Source: an optimization exercise on an open RTL-to-GDS flow (aim: small area, a short achievable clock period and few clock cycles). Production flows keep margins and buffers that such runs may drop. Function was checked by simulation only, so behaviour that the tests miss may differ from the original.

<file path="design.v">
package npr_pkg;
   localparam int LAT_W      = 28;
   localparam int LON_W      = 29;
   localparam int IDX_W      = 16;
   localparam int DIST_W     = 16;
   localparam int QUERY_W    = 11;
   localparam int EMIT_W     = 7;
   localparam int CSR_IDX_W  = 2;
   localparam int CSR_DATA_W = 11;
   localparam logic [QUERY_W-1:0] QUERY_RESET = 11'd1024;
   localparam logic [EMIT_W-1:0]  EMIT_RESET  = 7'd21;
   typedef enum logic [CSR_IDX_W-1:0] {
      CSR_QUERY_X    = 2'd0,
      CSR_QUERY_Y    = 2'd1,
      CSR_EMIT_COUNT = 2'd2
   } npr_csr_type;
   localparam int NORTH_EDGE = 5361858;
   localparam int SOUTH_EDGE = 5340953;
   localparam int WEST_EDGE  = -11368652;
   localparam int EAST_EDGE  = -11333496;
   localparam int LON_DIV = EAST_EDGE - WEST_EDGE;
   localparam int LAT_DIV = NORTH_EDGE - SOUTH_EDGE;
   localparam int T_W       = 30;    
   localparam int P_W       = 32;    
   localparam int P_SHIFT   = 15;    
   localparam int PH_W      = P_W - P_SHIFT;
   localparam int RECIP_W   = 18;
   localparam int EST_SHIFT = P_W - P_SHIFT;
   localparam int Q_W       = 17;    
   localparam int R_W       = 18;    
   localparam int DIFF_W    = DIST_W + 1;
   localparam longint unsigned LON_RECIP = (64'd1 << P_W) / LON_DIV;
   localparam longint unsigned LAT_RECIP = (64'd1 << P_W) / LAT_DIV;
   localparam int PIX_LIM = (2 ** DIST_W) + (2 ** QUERY_W) - 1;
   localparam logic [DIST_W-1:0] DIST_MAX = {DIST_W{1'b1}};
   localparam logic [DIFF_W-1:0] DIFF_SAT = {1'b1, {DIST_W{1'b0}}};
   localparam int FRONT_STAGES = 5;
   localparam int FLIGHT_W     = 3;
   localparam int QUEUE_DEPTH  = 8;
   localparam int QPTR_W       = 3;
   localparam int QCNT_W       = 4;
   typedef struct packed {
      logic [DIST_W-1:0] distance;
      logic              last;
   } npr_entry_type;
   typedef struct packed {
      logic [QUERY_W-1:0] query_x;
      logic [QUERY_W-1:0] query_y;
      logic [EMIT_W-1:0]  emit_count;
   } npr_cfg_type;
endpackage
import npr_pkg::*;
module npr_axis #(
   parameter int              MAP_SIZE = 2048,
   parameter int              DIV      = 35156,
   parameter longint unsigned RECIP    = 122168,
   parameter bit              NEGATE   = 1'b0
) (
   input  logic                clock,
   input  logic signed [T_W-1:0] offset,
   input  logic [QUERY_W-1:0]  query,
   output logic [DIFF_W-1:0]   diff
);
   localparam longint unsigned T_LIM = (longint'(PIX_LIM) * DIV + MAP_SIZE - 1) / MAP_SIZE;
   localparam int              A_W   = $clog2(T_LIM);
   localparam int              E_W   = PH_W + RECIP_W;
   logic [T_W-1:0]   mag;
   logic [A_W-1:0]   mag_in, mag_ff;
   logic             neg_in, far_in;
   logic [3:0]       neg_ff, far_ff;
   logic [P_W-1:0]   prod_in, prod_ff, prod2_ff;
   logic [E_W-1:0]   est_full;
   logic [Q_W-1:0]   est_in, est_ff, est2_ff;
   logic [P_W-1:0]   back_prod;
   logic [R_W-1:0]   rem_in, rem_ff;
   logic [Q_W-1:0]   fix, quot;
   logic [DIFF_W-1:0] qext, diff_in, diff_ff;
   always_comb begin
      mag    = offset[T_W-1] ? T_W'(-offset) : T_W'(offset);
      neg_in = offset[T_W-1] ^ NEGATE;
      far_in = (mag >= T_W'(T_LIM));
      mag_in = mag[A_W-1:0];
   end
   assign prod_in = P_W'(mag_ff) * P_W'(MAP_SIZE);
   always_comb begin
      est_full = E_W'(prod_ff[P_W-1:P_SHIFT]) * E_W'(RECIP);
      est_in   = Q_W'(est_full >> EST_SHIFT);
   end
   always_comb begin
      back_prod = P_W'(P_W'(est_ff) * P_W'(DIV));
      rem_in    = R_W'(prod2_ff - back_prod);
   end
   always_comb begin
      fix  = Q_W'(rem_ff >= R_W'(DIV)) + Q_W'(rem_ff >= R_W'(2 * DIV))
           + Q_W'(rem_ff >= R_W'(3 * DIV));
      quot = est2_ff + fix;
      qext = DIFF_W'(query);
      if (far_ff[3]) begin
         diff_in = DIFF_SAT;
      end else if (neg_ff[3]) begin
         diff_in = DIFF_W'(quot) + qext;
      end else if (DIFF_W'(quot) >= qext) begin
         diff_in = DIFF_W'(quot) - qext;
      end else begin
         diff_in = qext - DIFF_W'(quot);
      end
   end
   always_ff @(posedge clock) begin
      mag_ff   <= mag_in;
      neg_ff   <= {neg_ff[2:0], neg_in};
      far_ff   <= {far_ff[2:0], far_in};
      prod_ff  <= prod_in;
      prod2_ff <= prod_ff;
      est_ff   <= est_in;
      est2_ff  <= est_ff;
      rem_ff   <= rem_in;
      diff_ff  <= diff_in;
   end
   assign diff = diff_ff;
endmodule
import npr_pkg::*;
module npr_front #(
   parameter int MAP_SIZE = 2048
) (
   input  logic              clock,
   input  logic              reset,
   input  logic              req_valid,
   output logic              req_ready,
   input  logic signed [LAT_W-1:0] req_latitude,
   input  logic signed [LON_W-1:0] req_longitude,
   input  logic              req_last_record,
   input  npr_pkg::npr_cfg_type       cfg,
   input  logic [QCNT_W-1:0] queue_level,
   output logic              push_valid,
   output npr_pkg::npr_entry_type     push_entry
);
   logic                    accept;
   logic [FLIGHT_W-1:0]     in_flight;
   logic [FRONT_STAGES-1:0] valid_ff, valid_in;
   logic [FRONT_STAGES-1:0] last_ff, last_in;
   logic signed [T_W-1:0]   lon_off, lat_off;
   logic [DIFF_W-1:0]       dx, dy;
   logic [DIFF_W:0]         sum;
   assign in_flight = FLIGHT_W'($countones(valid_ff));
   assign req_ready = ((QCNT_W+1)'(queue_level) + (QCNT_W+1)'(in_flight))
                    < (QCNT_W+1)'(QUEUE_DEPTH);
   assign accept    = req_valid && req_ready;
   assign lon_off = T_W'(req_longitude) - T_W'(WEST_EDGE);
   assign lat_off = T_W'(req_latitude) - T_W'(NORTH_EDGE);
   npr_axis #(
      .MAP_SIZE (MAP_SIZE),
      .DIV      (LON_DIV),
      .RECIP    (LON_RECIP),
      .NEGATE   (1'b0)
   ) u_axis_x (
      .clock  (clock),
      .offset (lon_off),
      .query  (cfg.query_x),
      .diff   (dx)
   );
   npr_axis #(
      .MAP_SIZE (MAP_SIZE),
      .DIV      (LAT_DIV),
      .RECIP    (LAT_RECIP),
      .NEGATE   (1'b1)
   ) u_axis_y (
      .clock  (clock),
      .offset (lat_off),
      .query  (cfg.query_y),
      .diff   (dy)
   );
   assign valid_in = {valid_ff[FRONT_STAGES-2:0], accept};
   assign last_in  = {last_ff[FRONT_STAGES-2:0], req_last_record};
   always_ff @(posedge clock) begin
      if (reset) begin
         valid_ff <= '0;
      end else begin
         valid_ff <= valid_in;
      end
   end
   always_ff @(posedge clock) begin
      last_ff <= last_in;
   end
   always_comb begin
      sum                 = (DIFF_W+1)'(dx) + (DIFF_W+1)'(dy);
      push_entry.distance = (sum > (DIFF_W+1)'(DIST_MAX)) ? DIST_MAX : sum[DIST_W-1:0];
      push_entry.last     = last_ff[FRONT_STAGES-1];
      push_valid          = valid_ff[FRONT_STAGES-1];
   end
endmodule
import npr_pkg::*;
module npr_queue (
   input  logic              clock,
   input  logic              reset,
   input  logic              push_valid,
   input  npr_pkg::npr_entry_type     push_entry,
   input  logic              pop,
   output npr_pkg::npr_entry_type     head,
   output logic              not_empty,
   output logic [QCNT_W-1:0] level
);
   logic [QUEUE_DEPTH-1:0][DIST_W-1:0] slot_dist_ff;
   logic [QUEUE_DEPTH-1:0]             slot_last_ff;
   logic [QPTR_W-1:0] wr_ptr_ff, wr_ptr_in;
   logic [QPTR_W-1:0] rd_ptr_ff, rd_ptr_in;
   logic [QCNT_W-1:0] level_ff, level_in;
   always_comb begin
      wr_ptr_in = push_valid ? wr_ptr_ff + 1'b1 : wr_ptr_ff;
      rd_ptr_in = pop ? rd_ptr_ff + 1'b1 : rd_ptr_ff;
      level_in  = level_ff + QCNT_W'(push_valid) - QCNT_W'(pop);
   end
   always_ff @(posedge clock) begin
      if (reset) begin
         wr_ptr_ff <= '0;
         rd_ptr_ff <= '0;
         level_ff  <= '0;
      end else begin
         wr_ptr_ff <= wr_ptr_in;
         rd_ptr_ff <= rd_ptr_in;
         level_ff  <= level_in;
      end
   end
   always_ff @(posedge clock) begin
      if (push_valid) begin
         slot_dist_ff[wr_ptr_ff] <= push_entry.distance;
         slot_last_ff[wr_ptr_ff] <= push_entry.last;
      end
   end
   assign head.distance = slot_dist_ff[rd_ptr_ff];
   assign head.last     = slot_last_ff[rd_ptr_ff];
   assign not_empty = (level_ff != '0);
   assign level     = level_ff;
endmodule
import npr_pkg::*;
module npr_back #(
   parameter int CAPACITY = 64
) (
   input  logic              clock,
   input  logic              reset,
   input  npr_pkg::npr_entry_type     head,
   input  logic              not_empty,
   output logic              pop,
   input  logic [EMIT_W-1:0] emit_count,
   output logic              rsp_valid,
   input  logic              rsp_ready,
   output logic [IDX_W-1:0]  rsp_record_index,
   output logic [DIST_W-1:0] rsp_manhattan_distance,
   output logic              rsp_last_result
);
   localparam int CW = $clog2(CAPACITY + 1);
   localparam int MW = (EMIT_W > CW) ? EMIT_W : CW;
   typedef enum logic [1:0] {
      ST_INSERT = 2'b01,
      ST_EMIT   = 2'b10
   } npr_state_type;
   npr_state_type     state_ff, state_in;
   logic [CAPACITY-1:0][IDX_W-1:0]  idx_ff;
   logic [CAPACITY-1:0][IDX_W-1:0]  idx_in;
   logic [CAPACITY-1:0][DIST_W-1:0] dist_ff;
   logic [CAPACITY-1:0][DIST_W-1:0] dist_in;
   logic [CW-1:0]     count_ff, count_in;
   logic [CW-1:0]     left_ff, left_in;
   logic [IDX_W-1:0]  arrival_ff, arrival_in;
   logic              rsp_valid_ff, rsp_valid_in;
   logic [IDX_W-1:0]  rsp_idx_ff, rsp_idx_in;
   logic [DIST_W-1:0] rsp_dist_ff, rsp_dist_in;
   logic              rsp_last_ff, rsp_last_in;
   logic [CAPACITY-1:0] le;
   logic                drop, load;
   logic [CW-1:0]       count_ins, count_next, n_emit;
   always_comb begin
      for (int k = 0; k < CAPACITY; k++) begin
         le[k] = (CW'(k) < count_ff) && (dist_ff[k] <= head.distance);
      end
      drop       = le[CAPACITY-1];
      count_ins  = (count_ff < CW'(CAPACITY)) ? count_ff + 1'b1 : count_ff;
      count_next = drop ? count_ff : count_ins;
      n_emit     = (MW'(emit_count) < MW'(count_next)) ? CW'(emit_count) : count_next;
   end
   assign pop  = (state_ff == ST_INSERT) && not_empty;
   assign load = (state_ff == ST_EMIT) && (!rsp_valid_ff || rsp_ready);
   always_comb begin
      state_in     = state_ff;
      idx_in       = idx_ff;
      dist_in      = dist_ff;
      count_in     = count_ff;
      left_in      = left_ff;
      arrival_in   = arrival_ff;
      rsp_valid_in = rsp_ready ? 1'b0 : rsp_valid_ff;
      rsp_idx_in   = rsp_idx_ff;
      rsp_dist_in  = rsp_dist_ff;
      rsp_last_in  = rsp_last_ff;
      unique case (state_ff)
         ST_INSERT: begin
            if (not_empty) begin
               if (!drop) begin
                  if (!le[0]) begin
                     idx_in[0]  = arrival_ff;
                     dist_in[0] = head.distance;
                  end
                  for (int k = 1; k < CAPACITY; k++) begin
                     if (!le[k]) begin
                        if (le[k-1]) begin
                           idx_in[k]  = arrival_ff;
                           dist_in[k] = head.distance;
                        end else begin
                           idx_in[k]  = idx_ff[k-1];
                           dist_in[k] = dist_ff[k-1];
                        end
                     end
                  end
                  count_in = count_ins;
               end
               arrival_in = arrival_ff + 1'b1;
               if (head.last) begin
                  arrival_in = '0;
                  if (n_emit == '0) begin
                     count_in = '0;
                  end else begin
                     state_in = ST_EMIT;
                     left_in  = n_emit;
                  end
               end
            end
         end
         ST_EMIT: begin
            if (load) begin
               rsp_valid_in = 1'b1;
               rsp_idx_in   = idx_ff[0];
               rsp_dist_in  = dist_ff[0];
               rsp_last_in  = (left_ff == CW'(1));
               for (int k = 0; k < CAPACITY - 1; k++) begin
                  idx_in[k]  = idx_ff[k+1];
                  dist_in[k] = dist_ff[k+1];
               end
               left_in = left_ff - 1'b1;
               if (left_ff == CW'(1)) begin
                  state_in = ST_INSERT;
                  count_in = '0;
               end
            end
         end
         default: begin
            state_in = ST_INSERT;
         end
      endcase
   end
   always_ff @(posedge clock) begin
      if (reset) begin
         state_ff     <= ST_INSERT;
         count_ff     <= '0;
         left_ff      <= '0;
         arrival_ff   <= '0;
         rsp_valid_ff <= 1'b0;
      end else begin
         state_ff     <= state_in;
         count_ff     <= count_in;
         left_ff      <= left_in;
         arrival_ff   <= arrival_in;
         rsp_valid_ff <= rsp_valid_in;
      end
   end
   always_ff @(posedge clock) begin
      idx_ff      <= idx_in;
      dist_ff     <= dist_in;
      rsp_idx_ff  <= rsp_idx_in;
      rsp_dist_ff <= rsp_dist_in;
      rsp_last_ff <= rsp_last_in;
   end
   assign rsp_valid              = rsp_valid_ff;
   assign rsp_record_index       = rsp_idx_ff;
   assign rsp_manhattan_distance = rsp_dist_ff;
   assign rsp_last_result        = rsp_last_ff;
endmodule
import npr_pkg::*;
module nearest_point_rank_manhattan #(
   parameter int CAPACITY = 64,
   parameter int MAP_SIZE = 2048
) (
   input  logic                  clock,
   input  logic                  reset,
   input  logic                  req_valid,
   output logic                  req_ready,
   input  logic signed [LAT_W-1:0] req_latitude,
   input  logic signed [LON_W-1:0] req_longitude,
   input  logic                  req_last_record,
   output logic                  rsp_valid,
   input  logic                  rsp_ready,
   output logic [IDX_W-1:0]      rsp_record_index,
   output logic [DIST_W-1:0]     rsp_manhattan_distance,
   output logic                  rsp_last_result,
   input  logic                  csr_write_enable,
   input  logic [CSR_IDX_W-1:0]  csr_index,
   input  logic [CSR_DATA_W-1:0] csr_write_data
);
   npr_pkg::npr_cfg_type       cfg_ff, cfg_in;
   logic              push_valid;
   npr_pkg::npr_entry_type     push_entry;
   npr_pkg::npr_entry_type     head;
   logic              not_empty;
   logic              pop;
   logic [QCNT_W-1:0] queue_level;
   always_comb begin
      cfg_in = cfg_ff;
      if (csr_write_enable) begin
         unique case (csr_index)
            CSR_QUERY_X:    cfg_in.query_x    = csr_write_data[QUERY_W-1:0];
            CSR_QUERY_Y:    cfg_in.query_y    = csr_write_data[QUERY_W-1:0];
            CSR_EMIT_COUNT: cfg_in.emit_count = csr_write_data[EMIT_W-1:0];
            default:        cfg_in            = cfg_ff;
         endcase
      end
   end
   always_ff @(posedge clock) begin
      if (reset) begin
         cfg_ff.query_x    <= QUERY_RESET;
         cfg_ff.query_y    <= QUERY_RESET;
         cfg_ff.emit_count <= EMIT_RESET;
      end else begin
         cfg_ff <= cfg_in;
      end
   end
   npr_front #(
      .MAP_SIZE (MAP_SIZE)
   ) u_front (
      .clock       (clock),
      .reset       (reset),
      .req_valid       (req_valid),
      .req_ready       (req_ready),
      .req_latitude    (req_latitude),
      .req_longitude   (req_longitude),
      .req_last_record (req_last_record),
      .cfg         (cfg_ff),
      .queue_level (queue_level),
      .push_valid  (push_valid),
      .push_entry  (push_entry)
   );
   npr_queue u_queue (
      .clock      (clock),
      .reset      (reset),
      .push_valid (push_valid),
      .push_entry (push_entry),
      .pop        (pop),
      .head       (head),
      .not_empty  (not_empty),
      .level      (queue_level)
   );
   npr_back #(
      .CAPACITY (CAPACITY)
   ) u_back (
      .clock      (clock),
      .reset      (reset),
      .head       (head),
      .not_empty  (not_empty),
      .pop        (pop),
      .emit_count (cfg_ff.emit_count),
      .rsp_valid              (rsp_valid),
      .rsp_ready              (rsp_ready),
      .rsp_record_index       (rsp_record_index),
      .rsp_manhattan_distance (rsp_manhattan_distance),
      .rsp_last_result        (rsp_last_result)
   );
endmodule
</file>
<file path="constraint.sdc">
create_clock -name core_clock -period 6.5 [get_ports {clock}]
set_input_delay 1.3000 -clock core_clock [delete_from_list [all_inputs] [get_ports {clock}]]
set_output_delay 1.3000 -clock core_clock [all_outputs]
set_load 0.01 [all_outputs]
</file>
<file path="run.sh">
#!/bin/bash
# synth_recipe.tcl (not shown) runs the flow's synth.tcl, then flattens the netlist and writes it again
# the make line also repeats each setting of config.mk as NAME=value (left out here)
make -C /OpenROAD-flow-scripts/flow DESIGN_CONFIG=/design/flow/config.mk WORK_HOME=/design/flow/orfs CLKGATE_MAP_FILE= SYNTH_SCRIPT=/design/flow/synth_recipe.tcl finish
</file>
<file path="config.mk">
export PLATFORM = sky130hd
export DESIGN_NAME = nearest_point_rank_manhattan
export DESIGN_NICKNAME = nearest_point_rank_manhattan
export VERILOG_FILES = /design/flow/design.v
export SDC_FILE = /design/flow/constraint.sdc
export NUM_CORES = 4
export LEC_CHECK = 0
export CAP_MARGIN = 20
export CORE_MARGIN = 2
export CORE_UTILIZATION = 40
export SLEW_MARGIN = 20
</file>
==> flow_summary.json <==
{
  "wire_per_inst_um": 24.36,
  "vias_per_cell": 5.849,
  "vias": 127100,
  "cp_common_cell": "fa_1",
  "start_util_pct": 40.17,
  "cts_tree": "yes",
  "worst_path_max_delay_cell": "fa_1",
  "wl_met1_mm": 249.7,
  "syn_area_sq_um": 167400,
  "grt_pass1_wl_mm": 790.3,
  "fmax_mhz": 164.7,
  "routed.top_layer": "met5",
  "die_h_um": 650.9,
  "gp_congestion": 0.8866,
  "clk_latency_ps": 940,
  "synth_area_leaders": "edfxtp_1 40%, ha_1 12%, mux2i_1 11%, o21ai_0 6.7%, nand2_1 5.2%",
  "synthArstFlopShare_pct": 0,
  "area_growth_pct": 11.11,
  "layoutNonFillerInstCount": 21730,
  "finalCriticalPeriod_ps": 6070,
  "skew_ps": 45.52,
  "antenna_left": 0,
  "grt_use_total_pct": 24.07,
  "cpPeakStageDelay_ps": 570,
  "synth_ff_type": "edfxtp_1",
  "rows": 237,
  "syn_nets": 18160,
  "route.met2.wl_mm": 217.8,
  "max_cap_violations": 0,
  "slew_violations": 0,
  "multi_input_area_sq_um": 89080,
  "drt_first_iter_violations": 15360,
  "post-route-period-util_pct": 93.39,
  "rsz0062_at_grt": "false",
  "r2r_slack_ps": 430,
  "synth_top_area_share_pct": 39.77,
  "worstHoldPathType": "reg -> reg",
  "route.met3.wl_mm": 47.04,
  "wirelength_mm": 529.3,
  "max_slew_margin_pct": 23.05,
  "r2r_end": "u_front.u_axis_x.est_ff[16]$_DFF_P_",
  "num_io_pins": 111,
  "cp_cell_sequence": "fa_1 -> fa_1 -> fa_1 -> fa_1 -> fa_1 -> fa_1 -> ha_1 -> a21o_1 -> a21o_1 -> a21o_1 -> a41oi_1 -> o41ai_1 -> o41ai_1 -> buf_4 -> o21bai_1 -> a21oi_1 -> nor2b_1 -> nor2_1 -> xnor2_1",
  "path_class": "reg -> reg",
  "path_clk_slew_ps": 60,
  "antenna_found_initial": 24,
  "numCtsBuffers": 294,
  "cts.sinks": 2545,
  "avgSynthCellArea_sq_um": 10.28,
  "gr-total-overflow": 0,
  "hold_end": "u_front.u_axis_y.far_ff[3]$_DFF_P_",
  "holdPathStages": 0,
  "htreeDepth": 5,
  "synth_warnings": 6,
  "critPathCaptureType": "flip-flop",
  "dp_cells": 21170,
  "crit_buf_inv": 1,
  "cpLargestDelayFamily": "adder cells",
  "yosys.area.top_type": "edfxtp_1",
  "final-seq-area_sq_um": 73210,
  "core_sq_um": 416600,
  "worstHoldStart": "u_front.u_axis_y.far_ff[2]$_DFF_P_",
  "crit_path_max_fanout": 5,
  "drcViolationCount": 0,
  "reg2reg_depth": 19,
  "cp.required_ps": 7340,
  "yosysMostFrequentCell": "nand2_1",
  "cp.arrival_ps": 6910,
  "grt_max_degree": 247,
  "rr_startpoint": "u_front.u_axis_x.prod_ff[18]$_DFF_P_",
  "dpl_cell_area_sq_um": 176200,
  "synth_seq_cells": 2545,
  "worst_slew_pin_slew_ps": 1154,
  "setup_violations": 0,
  "dieWidth_um": 650.9,
  "startpoint_type": "flip-flop",
  "post-route-cell-area_sq_um": 186000,
  "synth-edff-count": 2217,
  "dpl.hpwl_mm": 375.3,
  "ys_seq_area_share_pct": 43.70,
  "post_synth_most_frequent_cells": "2,301 x nand2_1, 2,227 x o21ai_0, 2,217 x edfxtp_1",
  "ctsHoldBuffers": 0,
  "cts-root-buf": "clkbuf_16",
  "nets": 17870,
  "first_pass_iters": 6,
  "port_buffers": 110,
  "drive_gt1_share_pct": 7.547,
  "timing_hold_violations_final": 0,
  "status": "complete, no violations",
  "die-area_sq_um": 423600,
  "grt_pass1_vias": 120800,
  "synth.distinct_cells": 95,
  "clock_tree.buffer_depth": 4,
  "n_fill_cell": 38950,
  "hold_slack_ps": 320.4,
  "syn_inst": 16280,
  "tns_ps": 0
}
-- per-stage QoR --
stage	utilization, %	setup slack [ps]
3_3_place_gp	42.25	261.7
2_1_floorplan	-	-427.4
4_1_cts	44.57	233.7
6_report	44.64	429.9
3_5_place_dp	42.28	215.4
5_1_grt	44.63	9.742
-- worst max path at each step --
stage	startpoint	end	slack [ps]	cells after the start
floorplan	u_queue.rd_ptr_ff[0]$_SDFFE_PP0P_	u_back.dist_ff[496]$_DFFE_PP_	-430	15
global placement	u_front.u_axis_y.prod_ff[29]$_DFF_P_	u_front.u_axis_y.est_ff[16]$_DFF_P_	260	21
detailed placement	u_front.u_axis_y.prod_ff[29]$_DFF_P_	u_front.u_axis_y.est_ff[16]$_DFF_P_	220	21
CTS	u_front.u_axis_x.prod_ff[17]$_DFF_P_	u_front.u_axis_x.est_ff[16]$_DFF_P_	230	19
global route	u_front.u_axis_x.prod_ff[19]$_DFF_P_	u_front.u_axis_x.est_ff[16]$_DFF_P_	10	18
finish	u_front.u_axis_x.prod_ff[18]$_DFF_P_	u_front.u_axis_x.est_ff[16]$_DFF_P_	430	19
-- repair_timing --
action | 4_1_cts | 5_1_grt
buffers inserted | 0 | 4
gates resized for setup | 0 | 3
endpoints found under the setup margin | 0 | 10
-- flip-flops by register name, summed over array words and instances, names as in the netlist, 8 cells and up --
register,flops
u_front.u_axis_y.rem_ff,18
u_back.rsp_dist_ff,16
cfg_ff,29
u_front.u_axis_y.est2_ff,16
u_front.u_axis_y.est_ff,17
u_front.u_axis_x.rem_ff,15
u_back.dist_ff,1024
u_front.u_axis_x.est_ff,17
u_queue.slot_last_ff,8
u_front.u_axis_y.diff_ff,17
u_queue.slot_dist_ff,128
u_front.u_axis_x.prod_ff,21
u_front.u_axis_x.diff_ff,17
u_front.u_axis_x.est2_ff,17
u_front.u_axis_y.mag_ff,20
u_back.arrival_ff,16
u_front.u_axis_x.mag_ff,21
u_back.idx_ff,1024
u_front.u_axis_y.prod_ff,20
u_back.rsp_idx_ff,16
-- placed cells by master, fill, tap and decap left out, types with 29 or more instances in the layout --
cell type	netlist	routed
nand2_1	2301	2298
o21ai_0	2227	2227
edfxtp_1	2217	2217
mux2i_1	1856	1856
ha_1	1561	1559
inv_1	612	596
nor2_1	569	516
a21oi_1	498	468
buf_4	0	328
nor3_1	315	313
dfxtp_1	328	307
clkbuf_16	0	296
o21a_1	268	267
nand4_1	254	254
fa_1	247	247
a21o_1	207	206
nand3_1	198	197
xnor2_1	184	184
nor2b_1	165	163
nand2b_1	143	143
clkdlybuf4s50_1	0	109
xor2_1	103	103
a22oi_1	95	95
mux2_2	93	77
a311oi_1	67	67
o211ai_1	63	63
clkinv_2	0	53
buf_12	0	51
clkbuf_1	1013	50
a211oi_1	53	49
clkinv_1	2	49
o2111ai_1	45	45
and3_1	39	39
or2_2	34	34
mux4_2	34	34
nor2_2	0	34
a31oi_1	37	29
-- kinds of logic (layout without fill, tap and decap cells) --
logic type	Yosys count	after routing	share of synthesized area, %
mux	1983	1983	12.18
buf+inv	1704	1646	3.834
other cells	0	11	0
flops	2545	2545	43.70
compound gates	3817	3817	13.30
simple gates	4132	4132	10.86
fa+ha+maj	1808	1808	14.62
xor+xnor	287	287	1.502
-- cell type report --
cell class              instances  area share [%]
repair buffers                501           2.640
flip-flops and latches       2545           39.37
multi-input cells           12030           47.90
well taps                    5497           3.698
diodes                         11         0.01480
clock inverters               177          0.9755
inverters                     614           1.263
clock buffers                 354           4.143
-- routing by layer --
metal | vias up | global-route usage [%]
li1 | 58960 | -
met5 | - | 0
met2 | 5435 | 34.58
met4 | 14 | 6.482
met3 | 665 | 3.901
met1 | 62000 | 37.03
Testbench counts, summed over its fixed seeds: cycles 31,882.

## what the ideal ports hide
The results above use ideal ports. As a check the final layout listed here was re-extracted and re-timed, cells and wires unchanged. Step 1, drivers: a clkbuf_16 drives clock and a buf_2 each remaining input, both assumed. Step 2 adds t to the input delays and takes it off the output delays; t is the mean of the earliest and latest rising clock arrival at the registers after step 1. Input paths then give back, and output paths get back, about the clock's delay inside the block. Slacks: ideal / step 1 / step 2; pairs: ideal / step 1.
t (ns): 1.028
setup WS [ns]: 0.430 / 0.430 / 0.430
slew at the worst register clock pin (ns): 0.07 / 0.07
After both steps this run still meets setup and hold. For this run, drivers alone change the setup slack by 0.000 ns; drivers and shift together by 0.000 ns.
